This design comes from an exercise in tuning for small area on the open sky130 flow, not from production work. In this exercise RTL edits were held to simulation tests only and were not proved equivalent to the original.

==> inputs of trial 30 <==
Design rename_regfile, start of the top module:
module rename_regfile
#(
    parameter int NREG  = rf_pkg::DEF_NREG,
    parameter int XLEN  = rf_pkg::DEF_XLEN,
    parameter int TAG_W = rf_pkg::DEF_TAG_W,
    parameter int IDX_W = $clog2(NREG)
) (
    input  logic             clk,
    input  logic             rst,
    input  logic             flush,
    input  logic             disp_valid,
    output logic             disp_ready,
    input  logic [IDX_W-1:0] disp_rs1,
    input  logic [IDX_W-1:0] disp_rs2,
    input  logic [IDX_W-1:0] disp_rd,
    input  logic [TAG_W-1:0] disp_tag,
    input  logic             cm_valid,
    input  logic [IDX_W-1:0] cm_rd,
    input  logic [TAG_W-1:0] cm_tag,
    input  logic [XLEN-1:0]  cm_data,
    output logic             op_valid,
    input  logic             op_ready,
    output logic [XLEN-1:0]  op_v1,
    output logic [XLEN-1:0]  op_v2,
    output logic [TAG_W-1:0] op_q1,
    output logic [TAG_W-1:0] op_q2,
    output logic             op_busy1,
    output logic             op_busy2,
    output logic [TAG_W-1:0] op_tag
);
    localparam int NR = NREG - 1;    
    logic [NR-1:0][XLEN-1:0]  value, value_d;
    logic [NR-1:0][TAG_W-1:0] tag, tag_d;
    logic [NR-1:0]            busy;
    logic [NR-1:0]            cs, we, keep, ren, renn, s1, s2;
    logic                     first;
    logic [NR-1:0][TAG_W:0]   bt;
    logic                     ld, fire, hit, tmatch, hz1, hz2;
    logic [TAG_W:0]           btc;
    logic [XLEN-1:0]          v1_d, v2_d;
    logic [TAG_W:0]           bt1_d, bt2_d;
    logic [TAG_W-1:0]         op_tag_d;
    always_comb ld = !op_valid || op_ready;
    logic [3:0] h1n, h2n, hcn, hwn, hrn, hr;
    logic [7:0] l1n, l2n, lcn, lrn, lr;
    logic [NR-1:0] x1n, x2n, xcn, xwn, xrn, xr, y1n, y2n, ycn, yrn, yr, firsts;
    always_comb begin
        for (int h = 0; h < 4; h++) begin
            h1n[h] = !(ld && !first && disp_rs1[4:3] == 2'(h));
            h2n[h] = !(ld && !first && disp_rs2[4:3] == 2'(h));
            hcn[h] = !(cm_rd[4:3] == 2'(h));
            hwn[h] = !(cm_valid && cm_rd[4:3] == 2'(h));
            hr[h]  = fire && disp_rd[4:3] == 2'(h);
            hrn[h] = !hr[h];
        end
        for (int l = 0; l < 8; l++) begin
  ...
export LEC_CHECK = 0
export CAP_MARGIN = 5
export CORE_MARGIN = 2
export CORE_UTILIZATION = 48
export PLACE_DENSITY = 0.58
export SLEW_MARGIN = 0
export SYNTH_HIERARCHICAL = 1
create_clock -name core_clock -period 5.5 [get_ports {clk}]
standard.sh (not shown) runs the stock make flow with config.mk's settings and CLKGATE_MAP_FILE= SYNTH_SCRIPT=/design/flow/synth_recipe.tcl, a recipe that flattens the netlist after the stock synthesis.
==> flow/flow/run.sh <==
#!/bin/bash
# Standard layout, with smaller port buffers and a clock tree of large leaf buffers without dummy loads.
set -euo pipefail
bash standard.sh \
  'BUFFER_PORTS_ARGS=-buffer_cell sky130_fd_sc_hd__buf_1' \
  'CTS_ARGS=-sink_clustering_enable -repair_clock_nets -dont_use_dummy_load -sink_clustering_size 28 -sink_clustering_max_diameter 100 -buf_list {sky130_fd_sc_hd__clkbuf_16}' \
  finish > flow_standard.log 2>&1
==> trial 45 (differences from trial 30) <==
--- a/flow/design.v
+++ b/flow/design.v
@@ -188,26 +188,18 @@
         assign v1_d[b] = !(&tv1[b]) || (sv1[30] && dv1[30][b]) || (sv1[31] && dv1[31][b]);
         assign v2_d[b] = !(&tv2[b]) || (sv2[30] && dv2[30][b]) || (sv2[31] && dv2[31][b]);
     end
     for (genvar b = 0; b <= TAG_W; b++) begin : g_tb
         assign bt1_d[b] = !(&tt1[b]) || (st1[30] && dt1[30][b]) || (st1[31] && dt1[31][b]);
         assign bt2_d[b] = !(&tt2[b]) || (st2[30] && dt2[30][b]) || (st2[31] && dt2[31][b]);
     end
-    logic ldn;
-    always_comb ldn = !ld;
-    for (genvar b = 0; b < TAG_W; b++) begin : g_otbit
-        rf_hold #(.W(1)) u_ot (.wr(ld), .keep(ldn), .d(disp_tag[b]), .q(op_tag[b]), .y(op_tag_d[b]));
-    end
+    rf_hold #(.W(TAG_W)) u_ot (.wr(ld), .keep(!ld), .d(disp_tag), .q(op_tag), .y(op_tag_d));
     for (genvar i = 0; i < NR; i++) begin : g_row
-        for (genvar b = 0; b < XLEN; b++) begin : g_vbit
-            rf_hold #(.W(1)) u_v (.wr(we[i]), .keep(keep[i]), .d(cm_data[b]), .q(value[i][b]), .y(value_d[i][b]));
-        end
-        for (genvar b = 0; b < TAG_W; b++) begin : g_tbit
-            rf_hold #(.W(1)) u_t (.wr(ren[i]), .keep(renn[i]), .d(disp_tag[b]), .q(tag[i][b]), .y(tag_d[i][b]));
-        end
+        rf_hold #(.W(XLEN))  u_v (.wr(we[i]), .keep(keep[i]), .d(cm_data), .q(value[i]), .y(value_d[i]));
+        rf_hold #(.W(TAG_W)) u_t (.wr(ren[i]), .keep(renn[i]), .d(disp_tag), .q(tag[i]), .y(tag_d[i]));
     end
     always_ff @(posedge clk) begin
         value <= value_d;
         tag   <= tag_d;
     end
     always_ff @(posedge clk or posedge rst)
         if (rst) begin
Settings changed: CAP_MARGIN 5 to 0, CORE_UTILIZATION 48 to 52, PLACE_DENSITY 0.58 to 0.62.
==> trial 28 (differences from trial 30) <==
==> flow/design.v (replaced) <==
package rf_pkg;
    localparam int DEF_NREG  = 32;
    localparam int DEF_XLEN  = 32;
    localparam int DEF_TAG_W = 4;
    localparam int DEF_IDX_W = $clog2(DEF_NREG);
    typedef logic [DEF_TAG_W-1:0] tag_t;
    typedef struct packed {
        logic [DEF_XLEN-1:0] v1;
        logic [DEF_XLEN-1:0] v2;
        tag_t                q1;
        tag_t                q2;
        logic                busy1;
        logic                busy2;
        tag_t                tag;
    } op_bundle_t;
endpackage
module rf_read_port
#(
    parameter int N = 32,
    parameter int W = 32,
    parameter int G = N / 3
) (
    input  logic [N-1:0]        sel,
    input  logic [N-1:0][W-1:0] data,
    output logic [W-1:0][G-1:0] t
);
    logic [G-1:0][W-1:0] tg;
    for (genvar g = 0; g < G; g++) begin : g_grp
        rf_aoi222 #(.W(W)) u_g (
            .a0(sel[3*g]),   .b0(data[3*g]),
            .a1(sel[3*g+1]), .b1(data[3*g+1]),
            .a2(sel[3*g+2]), .b2(data[3*g+2]),
            .y(tg[g]));
    end
    for (genvar b = 0; b < W; b++) begin : g_bit
        for (genvar g = 0; g < G; g++) begin : g_t
            assign t[b][g] = tg[g][b];
        end
    end
endmodule
module rf_aoi222
#(
    parameter int W = 32
) (
    input  logic         a0, a1, a2,
    input  logic [W-1:0] b0, b1, b2,
    output logic [W-1:0] y
);
    always_comb y = ~((b0 & {W{a0}}) | (b1 & {W{a1}}) | (b2 & {W{a2}}));
endmodule
module rf_hold
#(
    parameter int W = 32
) (
    input  logic         wr,
    input  logic         keep,
    input  logic [W-1:0] d,
    input  logic [W-1:0] q,
    output logic [W-1:0] y
);
    always_comb y = (d & {W{wr}}) | (q & {W{keep}});
endmodule
module rename_regfile
#(
    parameter int NREG  = rf_pkg::DEF_NREG,
    parameter int XLEN  = rf_pkg::DEF_XLEN,
    parameter int TAG_W = rf_pkg::DEF_TAG_W,
    parameter int IDX_W = $clog2(NREG)
) (
    input  logic             clk,
    input  logic             rst,
    input  logic             flush,
    input  logic             disp_valid,
    output logic             disp_ready,
    input  logic [IDX_W-1:0] disp_rs1,
    input  logic [IDX_W-1:0] disp_rs2,
    input  logic [IDX_W-1:0] disp_rd,
    input  logic [TAG_W-1:0] disp_tag,
    input  logic             cm_valid,
    input  logic [IDX_W-1:0] cm_rd,
    input  logic [TAG_W-1:0] cm_tag,
    input  logic [XLEN-1:0]  cm_data,
    output logic             op_valid,
    input  logic             op_ready,
    output logic [XLEN-1:0]  op_v1,
    output logic [XLEN-1:0]  op_v2,
    output logic [TAG_W-1:0] op_q1,
    output logic [TAG_W-1:0] op_q2,
    output logic             op_busy1,
    output logic             op_busy2,
    output logic [TAG_W-1:0] op_tag
);
    localparam int NR = NREG - 1;    
    logic [NR-1:0][XLEN-1:0]  value, value_d;
    logic [NR-1:0][TAG_W-1:0] tag, tag_d;
    logic [NR-1:0]            busy, wrt;
    logic [NR-1:0]            cs, we, wen, ren, renn, s1, s2, s1v, s2v;
    logic [NR-1:0][TAG_W:0]   bt;
    logic                     ld, fire, hit, tmatch, hz1, hz2;
    logic [TAG_W:0]           btc;
    logic [XLEN-1:0]          v1_d, v2_d;
    logic [TAG_W:0]           bt1_d, bt2_d;
    logic [TAG_W-1:0]         op_tag_d;
    always_comb ld = !op_valid || op_ready;
    always_comb
        for (int i = 0; i < NR; i++) begin
            cs[i]  = cm_rd == IDX_W'(i + 1);
            we[i]  = cm_valid && cs[i];
            wen[i] = !we[i];
            s1[i]  = ld && disp_rs1 == IDX_W'(i + 1);
            s2[i]  = ld && disp_rs2 == IDX_W'(i + 1);
            s1v[i] = s1[i] && wrt[i];
            s2v[i] = s2[i] && wrt[i];
            bt[i]  = {busy[i], tag[i]};
        end
    logic [TAG_W:0][9:0] tc;
    rf_read_port #(.N(NR), .W(TAG_W + 1)) u_rc (.sel(cs), .data(bt), .t(tc));
    for (genvar b = 0; b <= TAG_W; b++) begin : g_cb
        assign btc[b] = !(&tc[b]) || (cs[30] && bt[30][b]);
    end
    always_comb tmatch = btc[TAG_W-1:0] == cm_tag;
    always_comb hit = cm_valid && btc[TAG_W] && tmatch;
    always_comb hz1 = hit && disp_rs1 == cm_rd;
    always_comb hz2 = hit && disp_rs2 == cm_rd;
    always_comb disp_ready = !flush && ld && !(hz1 || hz2);
    always_comb fire = disp_valid && disp_ready;
    always_comb
        for (int i = 0; i < NR; i++) begin
            ren[i]  = fire && disp_rd == IDX_W'(i + 1);
            renn[i] = !ren[i];
        end
    logic [XLEN-1:0][9:0]  tv1, tv2;
    logic [TAG_W:0][9:0]   tt1, tt2;
    logic [NR:0][XLEN-1:0] dv1, dv2;
    logic [NR:0][TAG_W:0]  dt1, dt2;
    logic [NR:0]           sv1, sv2, st1, st2;
    always_comb begin
        sv1 = {!ld, s1v}; dv1 = {op_v1, value};
        sv2 = {!ld, s2v}; dv2 = {op_v2, value};
        st1 = {!ld, s1};  dt1 = {{op_busy1, op_q1}, bt};
        st2 = {!ld, s2};  dt2 = {{op_busy2, op_q2}, bt};
    end
    rf_read_port #(.N(NR + 1), .W(XLEN))      u_v1 (.sel(sv1), .data(dv1), .t(tv1));
    rf_read_port #(.N(NR + 1), .W(XLEN))      u_v2 (.sel(sv2), .data(dv2), .t(tv2));
    rf_read_port #(.N(NR + 1), .W(TAG_W + 1)) u_t1 (.sel(st1), .data(dt1), .t(tt1));
    rf_read_port #(.N(NR + 1), .W(TAG_W + 1)) u_t2 (.sel(st2), .data(dt2), .t(tt2));
    for (genvar b = 0; b < XLEN; b++) begin : g_vb
        assign v1_d[b] = !(&tv1[b]) || (sv1[30] && dv1[30][b]) || (sv1[31] && dv1[31][b]);
        assign v2_d[b] = !(&tv2[b]) || (sv2[30] && dv2[30][b]) || (sv2[31] && dv2[31][b]);
    end
    for (genvar b = 0; b <= TAG_W; b++) begin : g_tb
        assign bt1_d[b] = !(&tt1[b]) || (st1[30] && dt1[30][b]) || (st1[31] && dt1[31][b]);
        assign bt2_d[b] = !(&tt2[b]) || (st2[30] && dt2[30][b]) || (st2[31] && dt2[31][b]);
    end
    rf_hold #(.W(TAG_W)) u_ot (.wr(ld), .keep(!ld), .d(disp_tag), .q(op_tag), .y(op_tag_d));
    for (genvar i = 0; i < NR; i++) begin : g_row
        rf_hold #(.W(XLEN))  u_v (.wr(we[i]), .keep(wen[i]), .d(cm_data), .q(value[i]), .y(value_d[i]));
        rf_hold #(.W(TAG_W)) u_t (.wr(ren[i]), .keep(renn[i]), .d(disp_tag), .q(tag[i]), .y(tag_d[i]));
    end
    always_ff @(posedge clk) begin
        value <= value_d;
        tag   <= tag_d;
    end
    always_ff @(posedge clk or posedge rst)
        if (rst) begin
            wrt  <= '0;
            busy <= '0;
        end else
            for (int i = 0; i < NR; i++) begin
                if (we[i]) wrt[i] <= 1'b1;
                if (flush)
                    busy[i] <= 1'b0;
                else if (ren[i])
                    busy[i] <= 1'b1;
                else if (we[i] && tmatch)
                    busy[i] <= 1'b0;
            end
    always_ff @(posedge clk or posedge rst)
        if (rst)
            op_valid <= 1'b0;
        else
            op_valid <= fire || (!flush && op_valid && !op_ready);
    always_ff @(posedge clk) begin
        op_v1    <= v1_d;
        op_v2    <= v2_d;
        op_q1    <= bt1_d[TAG_W-1:0];
        op_q2    <= bt2_d[TAG_W-1:0];
        op_busy1 <= bt1_d[TAG_W];
        op_busy2 <= bt2_d[TAG_W];
        op_tag   <= op_tag_d;
    end
endmodule
==> flow/flow/run.sh (replaced) <==
#!/bin/bash
# Standard layout, with smaller port buffers and a clock tree of clkbuf_4 without dummy loads.
set -euo pipefail
bash standard.sh \
  'BUFFER_PORTS_ARGS=-buffer_cell sky130_fd_sc_hd__buf_1' \
  'CTS_ARGS=-sink_clustering_enable -repair_clock_nets -dont_use_dummy_load -sink_clustering_size 8 -sink_clustering_max_diameter 40 -buf_list {sky130_fd_sc_hd__clkbuf_4}' \
  finish > flow_standard.log 2>&1
Settings changed: CAP_MARGIN 5 to 0, CORE_UTILIZATION 48 to 58, PLACE_DENSITY 0.58 to 0.68.
==> build 24 (differences from trial 30) <==
--- a/flow/design.v
+++ b/flow/design.v
@@ -108,15 +108,16 @@
     output logic             op_busy2,
     output logic [TAG_W-1:0] op_tag
 );
     localparam int NR = NREG - 1;    
     logic [NR-1:0][XLEN-1:0]  value, value_d;
     logic [NR-1:0][TAG_W-1:0] tag, tag_d;
     logic [NR-1:0]            busy;
-    logic [NR-1:0]            cs, we, keep, ren, renn, s1, s2;
+    logic [NR-1:0]            cs, we, ren, renn, s1, s2;
+    logic [NR-1:0]            s1a, s2a, wa, ka, kb;
     logic                     first;
     logic [NR-1:0][TAG_W:0]   bt;
     logic                     ld, fire, hit, tmatch, hz1, hz2;
     logic [TAG_W:0]           btc;
     logic [XLEN-1:0]          v1_d, v2_d;
     logic [TAG_W:0]           bt1_d, bt2_d;
     logic [TAG_W-1:0]         op_tag_d;
@@ -148,18 +149,22 @@
             xrn[i] = hrn[(i + 1) / 8];  yrn[i] = lrn[(i + 1) % 8];
             xr[i]  = hr[(i + 1) / 8];   yr[i]  = lr[(i + 1) % 8];
             firsts[i] = first;
             bt[i]  = {busy[i], tag[i]};
         end
     end
     rf_nor2  #(.W(NR)) u_s1   (.a(x1n), .b(y1n), .y(s1));
+    rf_nor2  #(.W(NR)) u_s1a  (.a(x1n), .b(y1n), .y(s1a));
     rf_nor2  #(.W(NR)) u_s2   (.a(x2n), .b(y2n), .y(s2));
+    rf_nor2  #(.W(NR)) u_s2a  (.a(x2n), .b(y2n), .y(s2a));
     rf_nor2  #(.W(NR)) u_cs   (.a(xcn), .b(ycn), .y(cs));
     rf_nor2  #(.W(NR)) u_we   (.a(xwn), .b(ycn), .y(we));
-    rf_nor2  #(.W(NR)) u_keep (.a(we),  .b(firsts), .y(keep));
+    rf_nor2  #(.W(NR)) u_wa   (.a(xwn), .b(ycn), .y(wa));
+    rf_nor2  #(.W(NR)) u_ka   (.a(wa),  .b(firsts), .y(ka));
+    rf_nor2  #(.W(NR)) u_kb   (.a(we),  .b(firsts), .y(kb));
     rf_nor2  #(.W(NR)) u_ren  (.a(xrn), .b(yrn), .y(ren));
     rf_nand2 #(.W(NR)) u_renn (.a(xr),  .b(yr),  .y(renn));
     logic [TAG_W:0][9:0] tc;
     rf_read_port #(.N(NR), .W(TAG_W + 1)) u_rc (.sel(cs), .data(bt), .t(tc));
     for (genvar b = 0; b <= TAG_W; b++) begin : g_cb
         assign btc[b] = !(&tc[b]) || (cs[30] && bt[30][b]);
     end
@@ -169,41 +174,60 @@
     always_comb hz2 = hit && disp_rs2 == cm_rd;
     always_comb disp_ready = !flush && ld && !(hz1 || hz2);
     always_comb fire = disp_valid && disp_ready;
     logic [XLEN-1:0][9:0]  tv1, tv2;
     logic [TAG_W:0][9:0]   tt1, tt2;
     logic [NR:0][XLEN-1:0] dv1, dv2;
     logic [NR:0][TAG_W:0]  dt1, dt2;
-    logic [NR:0]           sv1, sv2, st1, st2;
+    logic [NR:0]           sv1, sv2, sv1a, sv2a, st1, st2;
+    localparam int H = XLEN / 2;
+    logic [NR:0][H-1:0]    dv1a, dv1b, dv2a, dv2b;
+    logic [H-1:0][9:0]     tv1a, tv1b, tv2a, tv2b;
     always_comb begin
-        sv1 = {!ld, s1}; dv1 = {op_v1, value};
-        sv2 = {!ld, s2}; dv2 = {op_v2, value};
+        sv1 = {!ld, s1}; sv1a = {!ld, s1a}; dv1 = {op_v1, value};
+        sv2 = {!ld, s2}; sv2a = {!ld, s2a}; dv2 = {op_v2, value};
+        for (int i = 0; i <= NR; i++) begin
+            dv1a[i] = dv1[i][H-1:0]; dv1b[i] = dv1[i][XLEN-1:H];
+            dv2a[i] = dv2[i][H-1:0]; dv2b[i] = dv2[i][XLEN-1:H];
+        end
+        tv1 = {tv1b, tv1a};
+        tv2 = {tv2b, tv2a};
         st1 = {!ld, s1};  dt1 = {{op_busy1, op_q1}, bt};
         st2 = {!ld, s2};  dt2 = {{op_busy2, op_q2}, bt};
     end
-    rf_read_port #(.N(NR + 1), .W(XLEN))      u_v1 (.sel(sv1), .data(dv1), .t(tv1));
-    rf_read_port #(.N(NR + 1), .W(XLEN))      u_v2 (.sel(sv2), .data(dv2), .t(tv2));
+    rf_read_port #(.N(NR + 1), .W(H))         u_v1a (.sel(sv1a), .data(dv1a), .t(tv1a));
+    rf_read_port #(.N(NR + 1), .W(H))         u_v1b (.sel(sv1),  .data(dv1b), .t(tv1b));
+    rf_read_port #(.N(NR + 1), .W(H))         u_v2a (.sel(sv2a), .data(dv2a), .t(tv2a));
+    rf_read_port #(.N(NR + 1), .W(H))         u_v2b (.sel(sv2),  .data(dv2b), .t(tv2b));
     rf_read_port #(.N(NR + 1), .W(TAG_W + 1)) u_t1 (.sel(st1), .data(dt1), .t(tt1));
     rf_read_port #(.N(NR + 1), .W(TAG_W + 1)) u_t2 (.sel(st2), .data(dt2), .t(tt2));
-    for (genvar b = 0; b < XLEN; b++) begin : g_vb
+    for (genvar b = 0; b < H; b++) begin : g_vb
+        assign v1_d[b] = !(&tv1[b]) || (sv1a[30] && dv1[30][b]) || (sv1a[31] && dv1[31][b]);
+        assign v2_d[b] = !(&tv2[b]) || (sv2a[30] && dv2[30][b]) || (sv2a[31] && dv2[31][b]);
+    end
+    for (genvar b = H; b < XLEN; b++) begin : g_vbh
         assign v1_d[b] = !(&tv1[b]) || (sv1[30] && dv1[30][b]) || (sv1[31] && dv1[31][b]);
         assign v2_d[b] = !(&tv2[b]) || (sv2[30] && dv2[30][b]) || (sv2[31] && dv2[31][b]);
     end
     for (genvar b = 0; b <= TAG_W; b++) begin : g_tb
         assign bt1_d[b] = !(&tt1[b]) || (st1[30] && dt1[30][b]) || (st1[31] && dt1[31][b]);
         assign bt2_d[b] = !(&tt2[b]) || (st2[30] && dt2[30][b]) || (st2[31] && dt2[31][b]);
     end
     logic ldn;
     always_comb ldn = !ld;
     for (genvar b = 0; b < TAG_W; b++) begin : g_otbit
         rf_hold #(.W(1)) u_ot (.wr(ld), .keep(ldn), .d(disp_tag[b]), .q(op_tag[b]), .y(op_tag_d[b]));
     end
     for (genvar i = 0; i < NR; i++) begin : g_row
         for (genvar b = 0; b < XLEN; b++) begin : g_vbit
-            rf_hold #(.W(1)) u_v (.wr(we[i]), .keep(keep[i]), .d(cm_data[b]), .q(value[i][b]), .y(value_d[i][b]));
+            if (b < H) begin : g_lo
+                rf_hold #(.W(1)) u_v (.wr(wa[i]), .keep(ka[i]), .d(cm_data[b]), .q(value[i][b]), .y(value_d[i][b]));
+            end else begin : g_hi
+                rf_hold #(.W(1)) u_v (.wr(we[i]), .keep(kb[i]), .d(cm_data[b]), .q(value[i][b]), .y(value_d[i][b]));
+            end
         end
         for (genvar b = 0; b < TAG_W; b++) begin : g_tbit
             rf_hold #(.W(1)) u_t (.wr(ren[i]), .keep(renn[i]), .d(disp_tag[b]), .q(tag[i][b]), .y(tag_d[i][b]));
         end
     end
     always_ff @(posedge clk) begin
         value <= value_d;
Settings changed: CAP_MARGIN 5 to 0.
==> results.json <==
{
  "power_frac_clock": 0.304,
  "vias": 47497,
  "fin_util": 0.5244,
  "initial_core_util": 0.4828,
  "layout-drive-gt1-share": 0.09263,
  "slew_violations": 0,
  "dieArea_um2": 104800,
  "outcome": "timing/DRC/antenna clean",
  "antenna_found_initial": 8,
  "met3_length_um": 32640,
  "comb_cell_power_mw": 1.10,
  "syn_inst": 4271,
  "grt_pass1_vias": 42864,
  "layout_min_cycle_time_ps": 5202,
  "num_rows": 117,
  "pwr.group.clock_mw": 4.61
}
That was trial 30.
==> results.json <==
{
  "outcome": "timing/DRC/antenna clean",
  "syn_inst": 4335,
  "regMostFlops": "value",
  "num_rows": 117,
  "initial_core_util": 0.4827,
  "fin_util": 0.5263,
  "layout_min_cycle_time_ps": 5225,
  "layout-drive-gt1-share": 0.09855,
  "power_frac_clock": 0.301,
  "antenna_found_initial": 15,
  "slew_violations": 0,
  "met3_length_um": 28980,
  "drt-initial-drc-count": 10860,
  "grt_pass1_vias": 43164,
  "clock_latency_ps": 720,
  "comb_cell_power_mw": 1.07,
  "dp.cells": 5944
}
That was build 24.
==> results.json <==
{
  "syn_inst": 4457,
  "comb_cell_power_mw": 1.11,
  "power_frac_clock": 0.302,
  "antenna_found_initial": 10,
  "vias": 48451,
  "outcome": "failed layout checks",
  "grt_pass1_vias": 44912,
  "maxCapViolations": 1,
  "slew_violations": 2,
  "dieArea_um2": 101000,
  "layout-drive-gt1-share": 0.1058,
  "num_rows": 115,
  "tns_ps": 0,
  "so_faults": "max-capacitance violations"
}
That was trial 45.
==> results.json <==
{
  "antenna_found_initial": 26,
  "fin_util": 0.5964,
  "pwr.group.clock_mw": 4.77,
  "dp_hpwl_um": 147100,
  "slew_violations": 0,
  "comb_cell_power_mw": 2.54,
  "vias": 50370,
  "num_rows": 110,
  "power_frac_clock": 0.243,
  "outcome": "timing/DRC/antenna clean",
  "die_w_um": 306.3,
  "layout-drive-gt1-share": 0.1141,
  "initial_core_util": 0.5871,
  "met3_length_um": 41610,
  "dieArea_um2": 93820,
  "syn_inst": 4647,
  "grt_pass1_vias": 46295
}
That was trial 28.

==> afterwards: timing with drivers on the ports <==
How much do the figures lean on ideal ports? The routed layouts below were timed once more, with nothing changed but the port constraints.
Step 1 sets driving cells, clkbuf_16 on the clock port and buf_2 on the other inputs (assumed; they add their load-dependent delay and slew).
Step 2 adds t to the input delays and takes it off the output delays; t is the mean of the earliest and latest rising clock arrival at the registers after step 1. Input paths then give back, and output paths get back, about the clock's delay inside the block.
Three values: no drivers, after step 1, after step 2; two values: the first two.
run | t, ns | slack for setup (ns) | pins driven straight from the clock port
trial 30 | 0.760 | 0.298 / 0.270 / 0.100 | 1
trial 45 | 0.768 | 0.233 / 0.207 / 0.070 | 1
trial 28 | 1.287 | 0.197 / 0.143 / 0.143 | 1
build 24 | 0.764 | 0.275 / 0.136 / 0.136 | 1
The setup slack of trial 30, which loses most, moves by -0.028 ns with the drivers and by -0.198 ns with both steps.
